What follows belongs to an exercise in optimizing a design on an open flow for small area, a short achievable clock period and few clock cycles per item; a production flow would make more cautious choices. Power figures rest on the tool's default switching activity, not on a simulated workload.

the baseline:
==> module ukf_dpath, before the edit <==
module ukf_dpath
#(
    parameter int DEPTH      = ukf_pkg::DEPTH_DEF,
    parameter int KEY_WIDTH  = ukf_pkg::KEY_WIDTH_DEF,
    parameter int DATA_WIDTH = ukf_pkg::DATA_WIDTH_DEF,
    localparam int OCC_W     = $clog2(DEPTH + 1),
    localparam int IN_W      = ((KEY_WIDTH + DATA_WIDTH + 7) / 8) * 8,
    localparam int OUT_W     = ((OCC_W + KEY_WIDTH + DATA_WIDTH + 7) / 8) * 8
)
(
    input  logic                clk,
    input  logic                rst_n,
    input  logic                s_tvalid,
    output logic                s_tready,
    input  logic [IN_W-1:0]     s_tdata,
    input  logic                s_tuser,
    output logic                m_tvalid,
    input  logic                m_tready,
    output logic [OUT_W-1:0]    m_tdata,
    output logic [ukf_pkg::STATUS_W-1:0] m_tuser
);
    localparam int PTR_W = $clog2(DEPTH);
    localparam int ENT_W = KEY_WIDTH + DATA_WIDTH;
    logic                  in_valid;
    logic                  in_req;
    logic [KEY_WIDTH-1:0]  in_key;
    logic [DATA_WIDTH-1:0] in_data;
    logic [DEPTH-1:0]      valid;
    logic [PTR_W-1:0]      head;
    logic [PTR_W-1:0]      tail;
    logic [OCC_W-1:0]      count;
    logic [KEY_WIDTH-1:0]  key_mem  [DEPTH];
    logic [DATA_WIDTH-1:0] data_mem [DEPTH];
    logic                  skid_valid;      
    logic [STATUS_W-1:0]   skid_status;
    logic [OCC_W-1:0]      skid_occ;
    logic [PTR_W-1:0]      skid_ptr;
    logic                  out_valid;
    logic [STATUS_W-1:0]   out_status;
    logic [OCC_W-1:0]      out_occ;
    logic [ENT_W-1:0]      out_ent;
    logic                  full;
    logic                  empty;
    logic                  fire;
    logic                  wr_en;
    logic [DEPTH-1:0]      match_reg;
    logic [DEPTH-1:0]      match_in;
    logic [KEY_WIDTH-1:0]  s_key;
    logic                  dup;
    logic                  enq_ok;
    logic                  deq_ok;
    logic [STATUS_W-1:0]   p_status;
    logic [OCC_W-1:0]      p_occ;
    logic [OCC_W-1:0]      occ_enq;
    logic [OCC_W-1:0]      occ_deq;
    logic [STATUS_W-1:0]   st_enq;
    logic [STATUS_W-1:0]   st_deq;
    logic                  ready_reg;
    logic                  out_load;
    logic [PTR_W-1:0]      rd_ptr;
    logic                  rd_take;
    logic [ENT_W-1:0]      rd_ent;
    assign full     = (count == OCC_W'(DEPTH));
    assign empty    = (count == '0);
    assign s_tready = ready_reg;
    assign fire     = in_valid && !skid_valid;
    assign wr_en    = in_valid && (in_req == REQ_ENQUEUE) && !skid_valid && !full;
    assign s_key = s_tdata[KEY_WIDTH-1:0];
    always_comb
    begin
        for (int i = 0; i < DEPTH; i++)
        begin
            if (wr_en && (tail == PTR_W'(i)))
            begin
                match_in[i] = (in_key == s_key);
            end
            else
            begin
                match_in[i] = (key_mem[i] == s_key);
            end
        end
    end
    assign dup    = |(match_reg & valid);
    assign enq_ok = fire && (in_req == REQ_ENQUEUE) && !dup && !full;
    assign deq_ok = fire && (in_req == REQ_DEQUEUE) && !empty;
    assign occ_enq = full  ? count : count + OCC_W'(1);
    assign occ_deq = empty ? count : count - OCC_W'(1);
    assign st_enq  = full  ? ST_FULL : ST_ENQUEUED;
    assign st_deq  = empty ? ST_EMPTY : ST_DEQUEUED;
    always_comb
    begin
        if (in_req == REQ_DEQUEUE)
        begin
            p_status = st_deq;
            p_occ    = fire ? occ_deq : count;
        end
        else
        begin
            p_status = dup ? ST_DUPLICATE : st_enq;
            p_occ    = (fire && !dup) ? occ_enq : count;
        end
    end
    assign out_load = !out_valid || m_tready;
    assign rd_ptr   = skid_valid ? skid_ptr : head;
    assign rd_take  = skid_valid ? (skid_status == ST_DEQUEUED) : deq_ok;
    assign rd_ent   = rd_take ? {data_mem[rd_ptr], key_mem[rd_ptr]} : '0;
    always_ff @(posedge clk)
    begin
        if (s_tready)
        begin
            in_req  <= s_tuser;
            in_key  <= s_key;
            match_reg <= match_in;
            in_data <= s_tdata[KEY_WIDTH +: DATA_WIDTH];
        end
        if (wr_en)
        begin
            key_mem[tail]  <= in_key;
            data_mem[tail] <= in_data;
        end
        if (fire && !out_load)
        begin
            skid_status <= p_status;
            skid_occ    <= p_occ;
            skid_ptr    <= head;
        end
        if (out_load)
        begin
            out_status <= skid_valid ? skid_status : p_status;
            out_occ    <= skid_valid ? skid_occ : p_occ;
            out_ent    <= rd_ent;
        end
    end
    always_ff @(posedge clk or negedge rst_n)
    begin
        if (!rst_n)
        begin
            in_valid   <= 1'b0;
            valid      <= '0;
            head       <= '0;
            tail       <= '0;
            count      <= '0;
            skid_valid <= 1'b0;
            ready_reg  <= 1'b1;
            out_valid  <= 1'b0;
        end
        else
        begin
            if (s_tready)
            begin
                in_valid <= s_tvalid;
            end
            if (enq_ok)
            begin
                valid[tail] <= 1'b1;
                tail        <= tail + PTR_W'(1);
            end
            if (deq_ok)
            begin
                valid[head] <= 1'b0;
                head        <= head + PTR_W'(1);
            end
            count <= p_occ;
            if (out_load)
            begin
                out_valid  <= skid_valid || fire;
                skid_valid <= 1'b0;
                ready_reg  <= 1'b1;
            end
            else if (fire)
            begin
                skid_valid <= 1'b1;
                ready_reg  <= 1'b0;
            end
        end
    end
    assign m_tvalid = out_valid;
    assign m_tuser  = out_status;
    assign m_tdata  = OUT_W'({out_ent, out_occ});
endmodule
Settings: LEC_CHECK=0, CAP_MARGIN=20, CORE_MARGIN=2, CORE_UTILIZATION=40, SETUP_SLACK_MARGIN=3.3, SLEW_MARGIN=20; clock period 6.0 ns.
run.sh (not shown) runs the stock make flow with config.mk's settings and CLKGATE_MAP_FILE= SYNTH_SCRIPT=/design/flow/synth_recipe.tcl, a recipe that flattens the netlist after the stock synthesis.
Setup changes, the baseline to the candidate
==> flow/design.v, changed modules only <==
module ukf_dpath
#(
    parameter int DEPTH      = ukf_pkg::DEPTH_DEF,
    parameter int KEY_WIDTH  = ukf_pkg::KEY_WIDTH_DEF,
    parameter int DATA_WIDTH = ukf_pkg::DATA_WIDTH_DEF,
    localparam int OCC_W     = $clog2(DEPTH + 1),
    localparam int IN_W      = ((KEY_WIDTH + DATA_WIDTH + 7) / 8) * 8,
    localparam int OUT_W     = ((OCC_W + KEY_WIDTH + DATA_WIDTH + 7) / 8) * 8
)
(
    input  logic                clk,
    input  logic                rst_n,
    input  logic                s_tvalid,
    output logic                s_tready,
    input  logic [IN_W-1:0]     s_tdata,
    input  logic                s_tuser,
    output logic                m_tvalid,
    input  logic                m_tready,
    output logic [OUT_W-1:0]    m_tdata,
    output logic [ukf_pkg::STATUS_W-1:0] m_tuser
);
    localparam int PTR_W = $clog2(DEPTH);
    localparam int ENT_W = KEY_WIDTH + DATA_WIDTH;
    logic                  in_valid;
    logic                  in_req;
    logic [KEY_WIDTH-1:0]  in_key;
    logic [DATA_WIDTH-1:0] in_data;
    logic [DEPTH-1:0]      valid;
    logic [DEPTH-1:0]      head_oh;         
    logic [PTR_W-1:0]      tail;
    logic [OCC_W-1:0]      count;
    logic [KEY_WIDTH-1:0]  key_mem  [DEPTH];
    logic [DATA_WIDTH-1:0] data_mem [DEPTH];
    logic                  skid_valid;      
    logic [STATUS_W-1:0]   skid_status;
    logic [OCC_W-1:0]      skid_occ;
    logic                  out_valid;
    logic [STATUS_W-1:0]   out_status;
    logic [OCC_W-1:0]      out_occ;
    logic [ENT_W-1:0]      out_ent;
    logic                  full;
    logic                  empty;
    logic                  fire;
    logic                  wr_en;
    logic [DEPTH-1:0]      match_reg;
    logic [DEPTH-1:0]      match_in;
    logic [KEY_WIDTH-1:0]  s_key;
    logic                  dup;
    logic                  enq_ok;
    logic                  deq_ok;
    logic [STATUS_W-1:0]   p_status;
    logic [OCC_W-1:0]      p_occ;
    logic [OCC_W-1:0]      occ_enq;
    logic [OCC_W-1:0]      occ_deq;
    logic [STATUS_W-1:0]   st_enq;
    logic [STATUS_W-1:0]   st_deq;
    logic                  ready_reg;
    logic                  out_load;
    logic [DEPTH-1:0]      rd_sel;
    logic [ENT_W-1:0]      rd_ent;
    assign full     = (count == OCC_W'(DEPTH));
    assign empty    = (count == '0);
    assign s_tready = ready_reg;
    assign fire     = in_valid && !skid_valid;
    assign wr_en    = in_valid && (in_req == REQ_ENQUEUE) && !skid_valid && !full;
    assign s_key = s_tdata[KEY_WIDTH-1:0];
    always_comb
    begin
        for (int i = 0; i < DEPTH; i++)
        begin
            if (wr_en && (tail == PTR_W'(i)))
            begin
                match_in[i] = (in_key == s_key);
            end
            else
            begin
                match_in[i] = (key_mem[i] == s_key);
            end
        end
    end
    assign dup    = |(match_reg & valid);
    assign enq_ok = fire && (in_req == REQ_ENQUEUE) && !dup && !full;
    assign deq_ok = fire && (in_req == REQ_DEQUEUE) && !empty;
    assign occ_enq = full  ? count : count + OCC_W'(1);
    assign occ_deq = empty ? count : count - OCC_W'(1);
    assign st_enq  = full  ? ST_FULL : ST_ENQUEUED;
    assign st_deq  = empty ? ST_EMPTY : ST_DEQUEUED;
    always_comb
    begin
        if (in_req == REQ_DEQUEUE)
        begin
            p_status = st_deq;
            p_occ    = fire ? occ_deq : count;
        end
        else
        begin
            p_status = dup ? ST_DUPLICATE : st_enq;
            p_occ    = (fire && !dup) ? occ_enq : count;
        end
    end
    assign out_load = !out_valid || m_tready;
    always_comb
    begin
        for (int i = 0; i < DEPTH; i++)
        begin
            if (skid_valid)
            begin
                rd_sel[i] = (skid_status == ST_DEQUEUED) && head_oh[(i + 1) % DEPTH];
            end
            else
            begin
                rd_sel[i] = deq_ok && head_oh[i];
            end
        end
        rd_ent = '0;
        for (int i = 0; i < DEPTH; i++)
        begin
            rd_ent = rd_ent | ({ENT_W{rd_sel[i]}} & {data_mem[i], key_mem[i]});
        end
    end
    always_ff @(posedge clk)
    begin
        if (!skid_valid)
        begin
            in_req  <= s_tuser;
            in_key  <= s_key;
            match_reg <= match_in;
            in_data <= s_tdata[KEY_WIDTH +: DATA_WIDTH];
        end
        if (wr_en)
        begin
            key_mem[tail]  <= in_key;
            data_mem[tail] <= in_data;
        end
        if (fire && !out_load)
        begin
            skid_status <= p_status;
            skid_occ    <= p_occ;
        end
        if (out_load)
        begin
            out_status <= skid_valid ? skid_status : p_status;
            out_occ    <= skid_valid ? skid_occ : p_occ;
            out_ent    <= rd_ent;
        end
    end
    always_ff @(posedge clk or negedge rst_n)
    begin
        if (!rst_n)
        begin
            in_valid   <= 1'b0;
            valid      <= '0;
            head_oh    <= DEPTH'(1);
            tail       <= '0;
            count      <= '0;
            skid_valid <= 1'b0;
            ready_reg  <= 1'b1;
            out_valid  <= 1'b0;
        end
        else
        begin
            if (!skid_valid)
            begin
                in_valid <= s_tvalid;
            end
            if (enq_ok)
            begin
                valid[tail] <= 1'b1;
                tail        <= tail + PTR_W'(1);
            end
            if (deq_ok)
            begin
                valid   <= valid & ~head_oh;
                head_oh <= {head_oh[DEPTH-2:0], head_oh[DEPTH-1]};
            end
            count <= p_occ;
            if (out_load)
            begin
                out_valid  <= skid_valid || fire;
                skid_valid <= 1'b0;
                ready_reg  <= 1'b1;
            end
            else if (fire)
            begin
                skid_valid <= 1'b1;
                ready_reg  <= 1'b0;
            end
        end
    end
    assign m_tvalid = out_valid;
    assign m_tuser  = out_status;
    assign m_tdata  = OUT_W'({out_ent, out_occ});
endmodule
[summary]
- The candidate | status: complete | timing, DRC, antenna: pass
- Between the baseline and the candidate, the difference in total of max-cap violations is negligible.
- When the final numbers for the baseline and the candidate were put side by side, the combinational share of power turned out to be greater in the baseline.
- Row proportion of synthesized chip area in sequential cells: the candidate higher / the baseline lower
- Compared with the baseline, the candidate degrades worst setup slack.
- The via count normalized by instance count reported for the candidate is greater than that of the baseline by 8.9%.
Function was not checked in any run of this note: the RTL went through the layout flow alone.


Setup of oak:
The RTL this note starts from:
==> flow/design.v <==
package ukf_pkg;
    localparam int DEPTH_DEF      = 16;
    localparam int KEY_WIDTH_DEF  = 32;
    localparam int DATA_WIDTH_DEF = 32;
    localparam int STATUS_W = 3;
    localparam logic [STATUS_W-1:0] ST_ENQUEUED  = 3'd0;
    localparam logic [STATUS_W-1:0] ST_DUPLICATE = 3'd1;
    localparam logic [STATUS_W-1:0] ST_FULL      = 3'd2;
    localparam logic [STATUS_W-1:0] ST_DEQUEUED  = 3'd3;
    localparam logic [STATUS_W-1:0] ST_EMPTY     = 3'd4;
    localparam logic REQ_ENQUEUE = 1'b0;
    localparam logic REQ_DEQUEUE = 1'b1;
    typedef struct packed {
        logic load;      
        logic scan;      
        logic read;      
        logic commit;    
    } ukf_cmd_t;
    typedef struct packed {
        logic empty;
        logic scan_hit;
        logic scan_last;
        logic out_free;
    } ukf_stat_t;
endpackage
import ukf_pkg::*;
module ukf_dpath
#(
    parameter int DEPTH      = ukf_pkg::DEPTH_DEF,
    parameter int KEY_WIDTH  = ukf_pkg::KEY_WIDTH_DEF,
    parameter int DATA_WIDTH = ukf_pkg::DATA_WIDTH_DEF,
    localparam int OCC_W     = $clog2(DEPTH + 1),
    localparam int IN_W      = ((KEY_WIDTH + DATA_WIDTH + 7) / 8) * 8,
    localparam int OUT_W     = ((OCC_W + KEY_WIDTH + DATA_WIDTH + 7) / 8) * 8
)
(
    input  logic                clk,
    input  logic                rst_n,
    input  logic                s_tvalid,
    output logic                s_tready,
    input  logic [IN_W-1:0]     s_tdata,
    input  logic                s_tuser,
    output logic                m_tvalid,
    input  logic                m_tready,
    output logic [OUT_W-1:0]    m_tdata,
    output logic [ukf_pkg::STATUS_W-1:0] m_tuser
);
    localparam int PTR_W = $clog2(DEPTH);
    localparam int ENT_W = KEY_WIDTH + DATA_WIDTH;
    logic                  in_valid;
    logic                  in_req;
    logic [KEY_WIDTH-1:0]  in_key;
    logic [DATA_WIDTH-1:0] in_data;
    logic [DEPTH-1:0]      valid;
    logic [DEPTH-1:0]      head_oh;         
    logic [PTR_W-1:0]      tail;
    logic [OCC_W-1:0]      count;
    logic [KEY_WIDTH-1:0]  key_mem  [DEPTH];
    logic [DATA_WIDTH-1:0] data_mem [DEPTH];
    logic                  skid_valid;      
    logic [STATUS_W-1:0]   skid_status;
    logic [OCC_W-1:0]      skid_occ;
    logic                  out_valid;
    logic [STATUS_W-1:0]   out_status;
    logic [OCC_W-1:0]      out_occ;
    logic [ENT_W-1:0]      out_ent;
    logic                  full;
    logic                  empty;
    logic                  fire;
    logic                  wr_en;
    logic [DEPTH-1:0]      match_reg;
    logic [DEPTH-1:0]      match_in;
    logic [KEY_WIDTH-1:0]  s_key;
    logic                  dup;
    logic                  enq_ok;
    logic                  deq_ok;
    logic [STATUS_W-1:0]   p_status;
    logic [OCC_W-1:0]      p_occ;
    logic [OCC_W-1:0]      occ_enq;
    logic [OCC_W-1:0]      occ_deq;
    logic [STATUS_W-1:0]   st_enq;
    logic [STATUS_W-1:0]   st_deq;
    logic                  busy_reg;
    logic                  out_load;
    logic [DEPTH-1:0]      rd_sel;
    logic                  rd_take;
    logic [ENT_W-1:0]      rd_raw;
    logic [ENT_W-1:0]      rd_ent;
    assign full     = (count == OCC_W'(DEPTH));
    assign empty    = (count == '0);
    assign s_tready = !busy_reg;
    assign fire     = in_valid && !skid_valid;
    assign wr_en    = in_valid && (in_req == REQ_ENQUEUE) && !skid_valid && !full;
    assign s_key = s_tdata[KEY_WIDTH-1:0];
    always_comb
    begin
        for (int i = 0; i < DEPTH; i++)
        begin
            if (wr_en && (tail == PTR_W'(i)))
            begin
                match_in[i] = (in_key == s_key);
            end
            else
            begin
                match_in[i] = (key_mem[i] == s_key);
            end
        end
    end
    assign dup    = |(match_reg & valid);
    assign enq_ok = fire && (in_req == REQ_ENQUEUE) && !dup && !full;
    assign deq_ok = fire && (in_req == REQ_DEQUEUE) && !empty;
    assign occ_enq = full  ? count : count + OCC_W'(1);
    assign occ_deq = empty ? count : count - OCC_W'(1);
    assign st_enq  = full  ? ST_FULL : ST_ENQUEUED;
    assign st_deq  = empty ? ST_EMPTY : ST_DEQUEUED;
    always_comb
    begin
        if (in_req == REQ_DEQUEUE)
        begin
            p_status = st_deq;
            p_occ    = fire ? occ_deq : count;
        end
        else
        begin
            p_status = dup ? ST_DUPLICATE : st_enq;
            p_occ    = (fire && !dup) ? occ_enq : count;
        end
    end
    assign out_load = !out_valid || m_tready;
    assign rd_take = skid_valid ? (skid_status == ST_DEQUEUED) : deq_ok;
    always_comb
    begin
        for (int i = 0; i < DEPTH; i++)
        begin
            rd_sel[i] = skid_valid ? head_oh[(i + 1) % DEPTH] : head_oh[i];
        end
        rd_raw = '0;
        for (int i = 0; i < DEPTH; i++)
        begin
            rd_raw = rd_raw | ({ENT_W{rd_sel[i]}} & {data_mem[i], key_mem[i]});
        end
    end
    assign rd_ent = rd_take ? rd_raw : '0;
    always_ff @(posedge clk)
    begin
        if (!skid_valid)
        begin
            in_req  <= s_tuser;
            in_key  <= s_key;
            match_reg <= match_in;
            in_data <= s_tdata[KEY_WIDTH +: DATA_WIDTH];
        end
        if (wr_en)
        begin
            key_mem[tail]  <= in_key;
            data_mem[tail] <= in_data;
        end
        if (fire && !out_load)
        begin
            skid_status <= p_status;
            skid_occ    <= p_occ;
        end
        if (out_load)
        begin
            out_status <= skid_valid ? skid_status : p_status;
            out_occ    <= skid_valid ? skid_occ : p_occ;
            out_ent    <= rd_ent;
        end
    end
    always_ff @(posedge clk or negedge rst_n)
    begin
        if (!rst_n)
        begin
            in_valid   <= 1'b0;
            valid      <= '0;
            head_oh    <= DEPTH'(1);
            tail       <= '0;
            count      <= '0;
            skid_valid <= 1'b0;
            busy_reg   <= 1'b0;
            out_valid  <= 1'b0;
        end
        else
        begin
            if (!skid_valid)
            begin
                in_valid <= s_tvalid;
            end
            if (enq_ok)
            begin
                valid[tail] <= 1'b1;
                tail        <= tail + PTR_W'(1);
            end
            if (deq_ok)
            begin
                valid   <= valid & ~head_oh;
                head_oh <= {head_oh[DEPTH-2:0], head_oh[DEPTH-1]};
            end
            count <= p_occ;
            if (out_load)
            begin
                out_valid  <= skid_valid || fire;
                skid_valid <= 1'b0;
                busy_reg   <= 1'b0;
            end
            else if (fire)
            begin
                skid_valid <= 1'b1;
                busy_reg   <= 1'b1;
            end
        end
    end
    assign m_tvalid = out_valid;
    assign m_tuser  = out_status;
    assign m_tdata  = OUT_W'({out_ent, out_occ});
endmodule
import ukf_pkg::*;
module unique_key_fifo_unit
#(
    parameter int DEPTH      = ukf_pkg::DEPTH_DEF,
    parameter int KEY_WIDTH  = ukf_pkg::KEY_WIDTH_DEF,
    parameter int DATA_WIDTH = ukf_pkg::DATA_WIDTH_DEF,
    localparam int OCC_W     = $clog2(DEPTH + 1),
    localparam int IN_W      = ((KEY_WIDTH + DATA_WIDTH + 7) / 8) * 8,
    localparam int OUT_W     = ((OCC_W + KEY_WIDTH + DATA_WIDTH + 7) / 8) * 8
)
(
    input  logic                clk,
    input  logic                rst_n,
    input  logic                s_tvalid,
    output logic                s_tready,
    input  logic [IN_W-1:0]     s_tdata,
    input  logic                s_tuser,
    output logic                m_tvalid,
    input  logic                m_tready,
    output logic [OUT_W-1:0]    m_tdata,
    output logic [ukf_pkg::STATUS_W-1:0] m_tuser
);
    ukf_dpath #(
        .DEPTH      (DEPTH),
        .KEY_WIDTH  (KEY_WIDTH),
        .DATA_WIDTH (DATA_WIDTH)
    ) u_dpath (
        .clk      (clk),
        .rst_n    (rst_n),
        .s_tvalid (s_tvalid),
        .s_tready (s_tready),
        .s_tdata  (s_tdata),
        .s_tuser  (s_tuser),
        .m_tvalid (m_tvalid),
        .m_tready (m_tready),
        .m_tdata  (m_tdata),
        .m_tuser  (m_tuser)
    );
endmodule
Settings: LEC_CHECK=0, CAP_MARGIN=20, CORE_MARGIN=2, CORE_UTILIZATION=40, SETUP_SLACK_MARGIN=3.3, SLEW_MARGIN=20; clock period 6.0 ns.
Edits applied to the flow inputs when going from oak to maple:
--- a/flow/design.v
+++ b/flow/design.v
@@ -71,4 +71,10 @@
     logic [DEPTH-1:0]      match_reg;
     logic [DEPTH-1:0]      match_in;
+    logic [DEPTH-1:0]      match_eff;
+    logic [DEPTH-1:0]      last_oh;
+    logic                  byp_hit_in;
+    logic                  byp_hit;
+    logic                  byp_en;
+    logic                  rd_back;         
     logic [KEY_WIDTH-1:0]  s_key;
     logic                  dup;
@@ -97,15 +103,12 @@
         for (int i = 0; i < DEPTH; i++)
         begin
-            if (wr_en && (tail == PTR_W'(i)))
-            begin
-                match_in[i] = (in_key == s_key);
-            end
-            else
-            begin
-                match_in[i] = (key_mem[i] == s_key);
-            end
-        end
-    end
-    assign dup    = |(match_reg & valid);
+            match_in[i] = (key_mem[i] == s_key);
+            last_oh[i]  = (tail == PTR_W'((i + 1) % DEPTH));
+        end
+    end
+    assign byp_hit_in = (in_key == s_key);
+    assign match_eff  = byp_en ? ((match_reg & ~last_oh) | (last_oh & {DEPTH{byp_hit}}))
+                               : match_reg;
+    assign dup        = |(match_eff & valid);
     assign enq_ok = fire && (in_req == REQ_ENQUEUE) && !dup && !full;
     assign deq_ok = fire && (in_req == REQ_DEQUEUE) && !empty;
@@ -133,5 +136,5 @@
         for (int i = 0; i < DEPTH; i++)
         begin
-            rd_sel[i] = skid_valid ? head_oh[(i + 1) % DEPTH] : head_oh[i];
+            rd_sel[i] = rd_back ? head_oh[(i + 1) % DEPTH] : head_oh[i];
         end
         rd_raw = '0;
@@ -149,4 +152,6 @@
             in_key  <= s_key;
             match_reg <= match_in;
+            byp_hit   <= byp_hit_in;
+            byp_en    <= enq_ok;
             in_data <= s_tdata[KEY_WIDTH +: DATA_WIDTH];
         end
@@ -179,4 +184,5 @@
             skid_valid <= 1'b0;
             busy_reg   <= 1'b0;
+            rd_back    <= 1'b0;
             out_valid  <= 1'b0;
         end
@@ -198,14 +204,14 @@
             end
             count <= p_occ;
+            busy_reg <= !m_tready && (busy_reg || (in_valid && out_valid));
+            rd_back  <= !m_tready && out_valid && (rd_back || in_valid);
             if (out_load)
             begin
                 out_valid  <= skid_valid || fire;
                 skid_valid <= 1'b0;
-                busy_reg   <= 1'b0;
             end
             else if (fire)
             begin
                 skid_valid <= 1'b1;
-                busy_reg   <= 1'b1;
             end
         end
Findings:
maple: done, clean on timing, DRC and antenna
From oak to maple the numbers moved as follows: share of the core filled with cells in the final layout -0.81 points; post-synthesis async set-or-reset flop share moved up.
Comparing maple and oak, aggregate routed wire length is higher on oak.
Maximum vdd ir drop of maple exceeds that of oak by more than 10%.
In maple, the highest cell delay on the worst timing path came out 240 ps above the value in oak.
oak has a lower slew at the pin closest to its max-slew limit than maple.
More vias were needed by oak than by maple.
No functional check of the RTL was part of any run of this note.

## port drivers added, routing unchanged
How much do the figures lean on ideal ports? The routed layouts below were timed once more, with nothing changed but the port constraints. Step 1 (the two cells are an assumption about what drives the block):
set clk [get_ports {clk}]
set_driving_cell -lib_cell sky130_fd_sc_hd__clkbuf_16 $clk
set_driving_cell -lib_cell sky130_fd_sc_hd__buf_2 [delete_from_list [all_inputs] $clk]
Step 2 adds t to the input delays and takes it off the output delays; t is the mean of the earliest and latest rising clock arrival at the registers after step 1. Input paths then give back, and output paths get back, about the clock's delay inside the block. Slacks: no drivers / after step 1 / after step 2; pairs: no drivers / after step 1.
run | t (ns) | setup WS [ns] | worst register clock-pin slew, ns | worst slew at a driven data input, ns | cell pins on the clock port's net
the baseline | 0.853 | 3.090 / 3.016 / 2.360 | 0.07 / 0.07 | 0.12 | 1
the candidate | 0.885 | 2.881 / 2.881 / 2.374 | 0.07 / 0.07 | 0.13 | 1
oak | 0.865 | 3.195 / 3.179 / 2.388 | 0.07 / 0.07 | 0.11 | 1
maple | 0.831 | 3.135 / 3.166 / 2.334 | 0.07 / 0.07 | 0.13 | 1
After both steps every run listed still meets setup and hold. For oak, which loses most, drivers alone change the setup slack by -0.016 ns; drivers and shift together by -0.807 ns.
